From an optimization exercise on the open Yosys and OpenROAD flow, aimed at small area, a short achievable clock period and few clock cycles per item; shortcuts taken in it are not production practice. No activity file was given, so power comes from the tool's default toggle rates.

run G:
==> flow/design.v (excerpt) <==
module rgb565_to_bmp24_stream_writer (
  input  logic        clk_i,
  input  logic        rst_ni,
  input  logic        pix_valid_i,
  output logic        pix_ready_o,
  input  logic [15:0] pix_rgb565_i,
  output logic        out_valid_o,
  input  logic        out_ready_i,
  output logic [7:0]  out_byte_o,
  output logic        out_last_of_run_o,
  output logic        out_end_of_image_o,
  input  logic        cfg_we_i,
  input  logic [0:0]  cfg_idx_i,
  input  logic [12:0] cfg_data_i
);
  function automatic logic [7:0] scale5(logic [4:0] v);
    logic [2:0] u;
    if (v >= 5'd31)      u = 3'd7;
    else if (v >= 5'd27) u = 3'd6;
    else if (v >= 5'd23) u = 3'd5;
    else if (v >= 5'd18) u = 3'd4;
    else if (v >= 5'd14) u = 3'd3;
    else if (v >= 5'd9)  u = 3'd2;
    else if (v >= 5'd5)  u = 3'd1;
    else                 u = 3'd0;
    scale5 = {v, u};
  endfunction
  function automatic logic [7:0] scale6(logic [5:0] v);
    logic [1:0] t;
    if (v == 6'd63)      t = 2'd3;
    else if (v >= 6'd42) t = 2'd2;
    else if (v >= 6'd21) t = 2'd1;
    else                 t = 2'd0;
    scale6 = {v, t};
  endfunction
  function automatic logic [11:0] clamp_dim(logic [12:0] d);
    clamp_dim[11:1] = d[12] ? 11'd0 : d[11:1];
    clamp_dim[0]    = ~d[12] & (d[0] | (d[11:1] == 11'd0));
  endfunction
  logic [11:0] w_q, h_q;
  always_ff @(posedge clk_i or negedge rst_ni) begin
    if (!rst_ni) begin
      w_q <= 12'd320;
      h_q <= 12'd240;
    end else if (cfg_we_i) begin
      if (cfg_idx_i[0]) h_q <= clamp_dim(cfg_data_i);
      else              w_q <= clamp_dim(cfg_data_i);
    end
  end
  wire [12:0] w_full = {w_q == 12'd0, w_q};
  wire [12:0] h_full = {h_q == 12'd0, h_q};
  logic        nf_q;         
  logic        pb_empty_q;   
  logic        pnew_q;       
  logic        ph_q;         
  logic        rr_v_q;       
  logic [1:0]  pad_q;        
  logic        hdr_q;        
  logic [5:0]  hidx_q;       
  logic        ov_q;         
  logic [15:0] pb_q;
  logic [4:0]  rr_q;
  logic        re_l_q, fe_l_q;    
  ...
Size in the first run: about 700 cells after synthesis, roughly 47 I/O pins, ~6600 sq um of cells after synthesis.
clock: 9.0 ns
lec_check: 0
abc_clock_period_in_ps: 2500
cap_margin: 20
core_margin: 2
core_utilization: 40
setup_slack_margin: 5
slew_margin: 20
standard.sh (not shown) runs the stock make flow with config.mk's settings and CLKGATE_MAP_FILE= SYNTH_SCRIPT=/design/flow/synth_recipe.tcl, a recipe that flattens the netlist after the stock synthesis.
==> flow/flow/run.sh <==
#!/bin/bash
# The standard layout, with plain buffers (buf_1) on the ports instead of the default port
# buffer cell; the resizer still sizes them up where timing needs it.
set -euo pipefail
bash standard.sh "BUFFER_PORTS_ARGS=-buffer_cell sky130_fd_sc_hd__buf_1" finish > standard_make.log 2>&1
Changes in run D relative to run G:
-- flow/design.v --
<<< run G, line 70
  logic [4:0]  rr_q;
  logic        re_l_q, fe_l_q;    
  logic [12:0] acc_q, lo_q;       
  logic        bw_q;              
>>> run D, line 70
  logic [4:0]  rr_q;
  logic        re_l_q, fe_l_q;    
  logic [11:0] rc_q;              
  logic [12:0] acc_q, lo_q;       
  logic        bw_q;              
<<< run G, line 76
  logic        last_q, eoi_q;
  wire [11:0] cc = lo_q[11:0];
  wire [11:0] rc = acc_q[11:0];
  wire re_cur = (cc == 12'hFFE);
  wire fe_cur = re_cur & (rc == 12'hFFE);
  wire first  = nf_q | fe_cur;
  wire go       = ~ov_q | out_ready_i;       
>>> run D, line 77
  logic        last_q, eoi_q;
  wire [11:0] cc = lo_q[11:0];
  wire re_cur = (cc == 12'hFFE);
  wire fe_cur = re_cur & (rc_q == 12'hFFF);
  wire first  = nf_q | fe_cur;
  wire go       = ~ov_q | out_ready_i;       
<<< run G, line 103
  wire cc_adv  = pnew_q & ~first;
  wire lo_load = init1 | init2 | hlast | (cc_adv & re_cur);
  wire [11:0] inc_in  = hdr_q ? ~h_q : (re_cur ? rc : cc);
  wire [11:0] inc_out = inc_in + 12'd1;
  always_ff @(posedge clk_i) begin
    if (init1 | init2) begin
>>> run D, line 103
  wire cc_adv  = pnew_q & ~first;
  wire lo_load = init1 | init2 | hlast | (cc_adv & re_cur);
  always_ff @(posedge clk_i) begin
    if (init1 | init2) begin
<<< run G, line 114
      bw_q  <= bw_n;
      qi_q  <= qi_n;
    end else if (hlast) begin
      acc_q <= {1'b0, ~h_q};
    end else if (cc_adv & re_cur) begin
      acc_q <= {1'b0, inc_out};
    end
    if (lo_load)     lo_q <= ~w_full;
    else if (mstep)  lo_q <= {msum[0], lo_q[12:1]};
    else if (cc_adv) lo_q <= {lo_q[12], inc_out};
  end
  wire [24:0] prod = {acc_q, lo_q[12:1]};
>>> run D, line 112
      bw_q  <= bw_n;
      qi_q  <= qi_n;
    end
    if (lo_load)     lo_q <= ~w_full;
    else if (mstep)  lo_q <= {msum[0], lo_q[12:1]};
    else if (cc_adv) lo_q <= {lo_q[12], cc + 12'd1};
  end
  wire [24:0] prod = {acc_q, lo_q[12:1]};
<<< run G, line 142
      6'd28: hdr_byte = w_full[7:0];
      6'd29: hdr_byte = {3'd0, w_full[12:8]};
      6'd32: hdr_byte = inc_out[7:0];
      6'd33: hdr_byte = {4'hF, inc_out[11:8]};
      6'd34, 6'd35: hdr_byte = 8'hFF;
      6'd36: hdr_byte = 8'd1;
>>> run D, line 136
      6'd28: hdr_byte = w_full[7:0];
      6'd29: hdr_byte = {3'd0, w_full[12:8]};
      6'd32: hdr_byte = rc_q[7:0];
      6'd33: hdr_byte = {4'hF, rc_q[11:8]};
      6'd34, 6'd35: hdr_byte = 8'hFF;
      6'd36: hdr_byte = 8'd1;
<<< run G, line 188
      fe_l_q <= fe_cur;
    end
  end
  logic [7:0] byte_d;
  logic       last_d, eoi_d;
  wire        pad0 = (w_q[1:0] == 2'd0);
  wire [4:0]  s5_in = sel_r ? rr_q : pb_q[4:0];
  always_comb begin
    byte_d = 8'h00;
>>> run D, line 182
      fe_l_q <= fe_cur;
    end
    if (init1)                                                 rc_q <= ~h_q;
    else if ((cc_adv & re_cur) | (hstep & (hidx_q == K_RCINC))) rc_q <= rc_q + 12'd1;
  end
  logic [7:0] byte_d;
  logic       last_d, eoi_d;
  wire        pad0 = (w_q[1:0] == 2'd0);
  always_comb begin
    byte_d = 8'h00;
<<< run G, line 198
    eoi_d  = 1'b0;
    if (sel_r) begin
      byte_d = scale5(s5_in);
      last_d = ~re_l_q | pad0;
      eoi_d  = fe_l_q & pad0;
>>> run D, line 193
    eoi_d  = 1'b0;
    if (sel_r) begin
      byte_d = scale5(rr_q);
      last_d = ~re_l_q | pad0;
      eoi_d  = fe_l_q & pad0;
<<< run G, line 209
      byte_d = scale6(pb_q[10:5]);
    end else begin
      byte_d = scale5(s5_in);
    end
  end
>>> run D, line 204
      byte_d = scale6(pb_q[10:5]);
    end else begin
      byte_d = scale5(pb_q[4:0]);
    end
  end
[summary]
- From run G to run D the numbers moved as follows: number of global-route vias before repair lost 8.3%; count of plain and timing-repair buffers lost 9.8%; cell area after synthesis picked up an extra 200 sq um; post-synthesis share of cell area spent on full adders, half adders and majority gates picked up an extra 0.43 points.
- Most common library cell in the layout ignoring fill and taps = sky130_fd_sc_hd__nand2_1: run G; most common library cell in the layout ignoring fill and taps = sky130_fd_sc_hd__edfxtp_1: run D
- Count of mapped cells out of synthesis ends up lower on run D.
- Delta(number of clock buffers in the layout, run D - run G) < 0
- Taking run G as the reference, in run D number of buffers inserted to repair setup after CTS did not really move; number of design-rule violations left by the first detailed-router iteration went down; ratio of cells with drive above 1 in the final layout went down; xor and xnor area share after synthesis went up; clock power went up.
- Sort run G and run D by weighted congestion reported at the end of routability-driven placement, ascending, and run G comes first.
- Looking at worst setup slack after layout across both flows, run D is the stronger of the two, with run G trailing.
Function was not checked in any run of this note: the RTL went through the layout flow alone.

[port drivers added, routing unchanged]
Ports are ideal in the flow. The routed layouts listed here were re-timed in OpenROAD.
Step 1, drivers: a clkbuf_16 drives clk_i and a buf_2 each remaining input, both assumed.
Step 2 moves the port delays by t, midway between the first and last clock arrival at a register: inputs arrive t later, outputs are due t later. That takes back most of the time a late clock gives input paths.
a / b / c = ideal ports / drivers / drivers and shift; a / b = the first two.
run | shift t [ns] | setup slack, ns | hold slack, ns
run G | 0.394 | 5.143 / 5.155 / 4.762 | 0.424 / 0.424 / 0.424
run D | 0.407 | 5.302 / 5.312 / 4.904 | 0.428 / 0.428 / 0.428
After both steps setup and hold are still met in every run listed. The setup slack of run D, which loses most, moves by +0.010 ns with the drivers and by -0.398 ns with both steps.
